Background: an optimization exercise with open tools, aiming at small area and a short achievable clock period. Do not read the settings as production practice. At most, simulation tests tie the RTL to the original design; equivalence was not proved. Power figures rest on the tool's default switching activity, not on a simulated workload.

Design pu_net, start of the top module:
module pu_net
#(
    parameter int DATA_WIDTH = 32,
    parameter int PROG_DEPTH = 16
) (
    input  wire logic                          clk,
    input  wire logic                          rst,
    input  wire logic                          prog_we,
    input  wire logic [$clog2(PROG_DEPTH)-1:0] prog_addr,
    input  wire logic [instr_width-1:0]        prog_data,
    input  wire logic                          start,
    input  wire logic [DATA_WIDTH-1:0]         in_data,
    input  wire logic [attr_width-1:0]         in_attr,
    output logic                               in_take,
    output logic                               out_valid,
    output logic      [DATA_WIDTH-1:0]         out_data,
    output logic [attr_width-1:0]              out_attr,
    output logic                               busy,
    output logic                               done
);
    logic                  s_ext, s_mult, s_accum, s_fram;
    logic                  d_mult, d_accum, d_fram, d_out;
    logic                  sel;
    logic [1:0]            addr;
    logic [DATA_WIDTH-1:0] mult_data, accum_data, fram_data, bus_data;
    logic [attr_width-1:0] mult_attr, accum_attr, fram_attr, bus_attr;
    logic [DATA_WIDTH-1:0] bus_q_data;
    logic [attr_width-1:0] bus_q_attr;
    pu_sequencer #(
        .PROG_DEPTH(PROG_DEPTH)
    ) i_pu_sequencer (
        .clk, .rst, .prog_we, .prog_addr, .prog_data, .start,
        .s_ext, .s_mult, .s_accum, .s_fram, .d_mult, .d_accum, .d_fram, .d_out,
        .sel, .addr, .busy, .done
    );
    assign in_take = s_ext;
    assign bus_data = (s_ext ? in_data : '0) | mult_data | accum_data | fram_data;
    assign bus_attr = (s_ext ? in_attr : '0) | mult_attr | accum_attr | fram_attr;
    always_ff @(posedge clk) begin
        bus_q_data <= bus_data;
        bus_q_attr <= bus_attr;
    end
    assign out_data = bus_q_data;
    assign out_attr = bus_q_attr;
    always_ff @(posedge clk) begin
        if (rst) begin
            out_valid <= 1'b0;
        end else begin
            out_valid <= d_out;
        end
    end
    pu_multiplier #(.DATA_WIDTH(DATA_WIDTH)) i_pu_multiplier (
  ...
clock: 10.0 ns
lec_check: 0
cap_margin: 20
core_margin: 2
core_utilization: 40
slew_margin: 20
standard.sh (not shown) runs the stock make flow with config.mk's settings and CLKGATE_MAP_FILE= SYNTH_SCRIPT=/design/flow/synth_recipe.tcl, a recipe that flattens the netlist after the stock synthesis.
==> flow/flow/run.sh <==
#!/bin/bash
# Standard layout run through standard.sh with extra ORFS settings; make output goes to standard_flow.log.
set -euo pipefail
bash standard.sh finish "SETUP_SLACK_MARGIN=6.2" "BUFFER_PORTS_ARGS=-buffer_cell sky130_fd_sc_hd__buf_2" > standard_flow.log 2>&1
The starting point ran to the end with no violations.
Rerun with:
==> flow/flow/run.sh (replaced) <==
#!/bin/bash
# Standard layout run through standard.sh with extra ORFS settings; make output goes to standard_flow.log.
set -euo pipefail
bash standard.sh finish "SETUP_SLACK_MARGIN=7.1" "BUFFER_PORTS_ARGS=-buffer_cell sky130_fd_sc_hd__buf_2" "TNS_END_PERCENT=0" "CTS_CLUSTER_DIAMETER=100" "CTS_CLUSTER_SIZE=30" > standard_flow.log 2>&1
Effect:
- synthesized area stays the same
- sequential power is about the same
- routed wire length rises by 3.9%
- power falls by 17%
- utilization rises by 1.3 points
- worst hold slack gets better by 0.027 ns
- maximum frequency rises by 12%
- combinational power rises by 10%
- count of clock-buffer cells in the layout falls by 38
- via count rises by 2.9%
Rerun with:
==> flow/flow/run.sh (replaced) <==
#!/bin/bash
# Standard layout run through standard.sh with extra ORFS settings; make output goes to standard_flow.log.
set -euo pipefail
bash standard.sh finish "SETUP_SLACK_MARGIN=6.8" "BUFFER_PORTS_ARGS=-buffer_cell sky130_fd_sc_hd__buf_4" "TNS_END_PERCENT=0" "CTS_CLUSTER_DIAMETER=100" "CTS_CLUSTER_SIZE=24" "PLACE_DENSITY=0.75" > standard_flow.log 2>&1
Effect:
- synthesized cell count does not change
- critical path depth fell by 6
- via count fell by 0.91%
- synthesized area does not change
- combinational power fell by about 2%
- global-route usage fell by 1.4 points
- worst setup slack gets worse by 0.062 ns
- clock power fell by about 5%
- wire length fell by about 7%
- flip-flop and latch count does not change
- count of clock-buffer cells in the layout rose by 7
Rerun with:
==> flow/flow/run.sh (replaced) <==
#!/bin/bash
# Standard layout run through standard.sh with extra ORFS settings; make output goes to standard_flow.log.
set -euo pipefail
bash standard.sh finish "SETUP_SLACK_MARGIN=6.8" "BUFFER_PORTS_ARGS=-buffer_cell sky130_fd_sc_hd__buf_2" "TNS_END_PERCENT=0" "CTS_CLUSTER_DIAMETER=100" "CTS_CLUSTER_SIZE=30" > standard_flow.log 2>&1
Outcome: The changed run completed without violations; die area stays the same; hold slack improves by 0.014 ns; clock power is higher by about 9%; sequential share of layout area is about the same; fmax is about the same; routed wire length is higher by 6.2%.
Rerun with:
==> flow/flow/run.sh (replaced) <==
#!/bin/bash
# Standard layout run through standard.sh with extra ORFS settings; make output goes to standard_flow.log.
set -euo pipefail
bash standard.sh finish "SETUP_SLACK_MARGIN=6.8" "BUFFER_PORTS_ARGS=-buffer_cell sky130_fd_sc_hd__buf_2" "TNS_END_PERCENT=0" "CTS_CLUSTER_DIAMETER=100" "CTS_CLUSTER_SIZE=30" "CORE_UTILIZATION=60" > standard_flow.log 2>&1
Result: Hold slack degrades by 0.020 ns. Non-clock buffer count rises by 48. Power falls by a few percent. Register-to-register slack is about the same. Via count rises slightly. Design area barely changes. Wire length rises by a few percent. Clock skew falls by 0.016 ns. Sequential share of layout area hardly moves. First-iteration DRC count rises by a few percent. Global-route usage rises by 10 points.

pu_net, a different RTL version from the one above (not shown whole).
For scale: roughly 470 flip-flops, ~94 I/O pins, roughly 26000 um2 of cells after synthesis.
// pu_net
module pu_net
#(
    parameter int DATA_WIDTH = 32,
    parameter int PROG_DEPTH = 16
) (
    input  wire logic                          clk,
    input  wire logic                          rst,
    input  wire logic                          prog_we,
    input  wire logic [$clog2(PROG_DEPTH)-1:0] prog_addr,
    input  wire logic [instr_width-1:0]        prog_data,
    input  wire logic                          start,
    input  wire logic [DATA_WIDTH-1:0]         in_data,
    input  wire logic [attr_width-1:0]         in_attr,
    output logic                               in_take,
    output logic                               out_valid,
    output logic      [DATA_WIDTH-1:0]         out_data,
    output logic [attr_width-1:0]              out_attr,
    output logic                               busy,
    output logic                               done
);
export LEC_CHECK = 0
export CAP_MARGIN = 20
export CORE_MARGIN = 2
export CORE_UTILIZATION = 40
export SLEW_MARGIN = 20
create_clock -name core_clock -period 10.0 [get_ports {clk}]
==> flow/flow/run.sh <==
#!/bin/bash
# Standard layout run through standard.sh with extra ORFS settings; make output goes to standard_flow.log.
set -euo pipefail
bash standard.sh finish "SETUP_SLACK_MARGIN=6.8" "BUFFER_PORTS_ARGS=-buffer_cell sky130_fd_sc_hd__buf_2" "TNS_END_PERCENT=0" "CTS_CLUSTER_DIAMETER=100" "CTS_CLUSTER_SIZE=24" "PLACE_DENSITY=0.75" > standard_flow.log 2>&1
The starting point produced a clean layout.
Rerun with:
==> flow/flow/run.sh (replaced) <==
#!/bin/bash
# Standard layout run through standard.sh with extra ORFS settings; make output goes to standard_flow.log.
set -euo pipefail
bash standard.sh finish "SETUP_SLACK_MARGIN=6.8" "BUFFER_PORTS_ARGS=-buffer_cell sky130_fd_sc_hd__buf_2" "TNS_END_PERCENT=0" "CTS_CLUSTER_DIAMETER=100" "CTS_CLUSTER_SIZE=30" > standard_flow.log 2>&1
=>
- The changed run finished clean
- final cell count hardly moves
- maximum frequency came out higher by 2.6%
- cell area came out higher by about 0.3%
- via count goes down by 3.7%
- clock skew increases by 10 ps
- utilization goes up by 0.14 points
No functional check of the RTL was part of any run of this note.

-- re-timing with driven ports --
No port has a modelled driver above. Below, the same layouts with a new extraction and two added sets of constraints.
Step 1: set_driving_cell puts a clkbuf_16 on clk and a buf_2 on each other input, an assumption about the parent block.
Step 2 also shifts input and output timing later by t, the mid clock arrival at the registers, as if the neighbouring blocks saw the same clock.
Three values: ideal ports, drivers, drivers and shift; two values: the first two.
| run | shift t [ns] | setup slack, ns | hold slack, ns | pins driven straight from the clock port |
|---|---|---|---|---|
| the first run of note 1 | 0.677 | 6.306 / 6.272 / 5.664 | 0.432 / 0.432 / 0.432 | 1 |
| the second run of note 1 | 0.639 | 6.708 / 6.672 / 6.083 | 0.459 / 0.459 / 0.459 | 1 |
| the third run of note 1 | 0.635 | 6.646 / 6.585 / 6.250 | 0.451 / 0.451 / 0.451 | 1 |
| the fourth run of note 1 | 0.638 | 6.642 / 6.582 / 6.085 | 0.465 / 0.465 / 0.465 | 1 |
| the fifth run of note 1 | 0.632 | 6.633 / 6.603 / 6.153 | 0.445 / 0.445 / 0.445 | 1 |
| the first run of note 2 | 0.645 | 6.559 / 6.559 / 6.013 | 0.458 / 0.458 / 0.458 | 1 |
| the second run of note 2 | 0.625 | 6.645 / 6.645 / 6.156 | 0.466 / 0.466 / 0.466 | 1 |
After both steps every run listed still meets setup and hold. For the first run of note 1, which loses most, drivers alone change the setup slack by -0.034 ns; drivers and shift together by -0.642 ns.
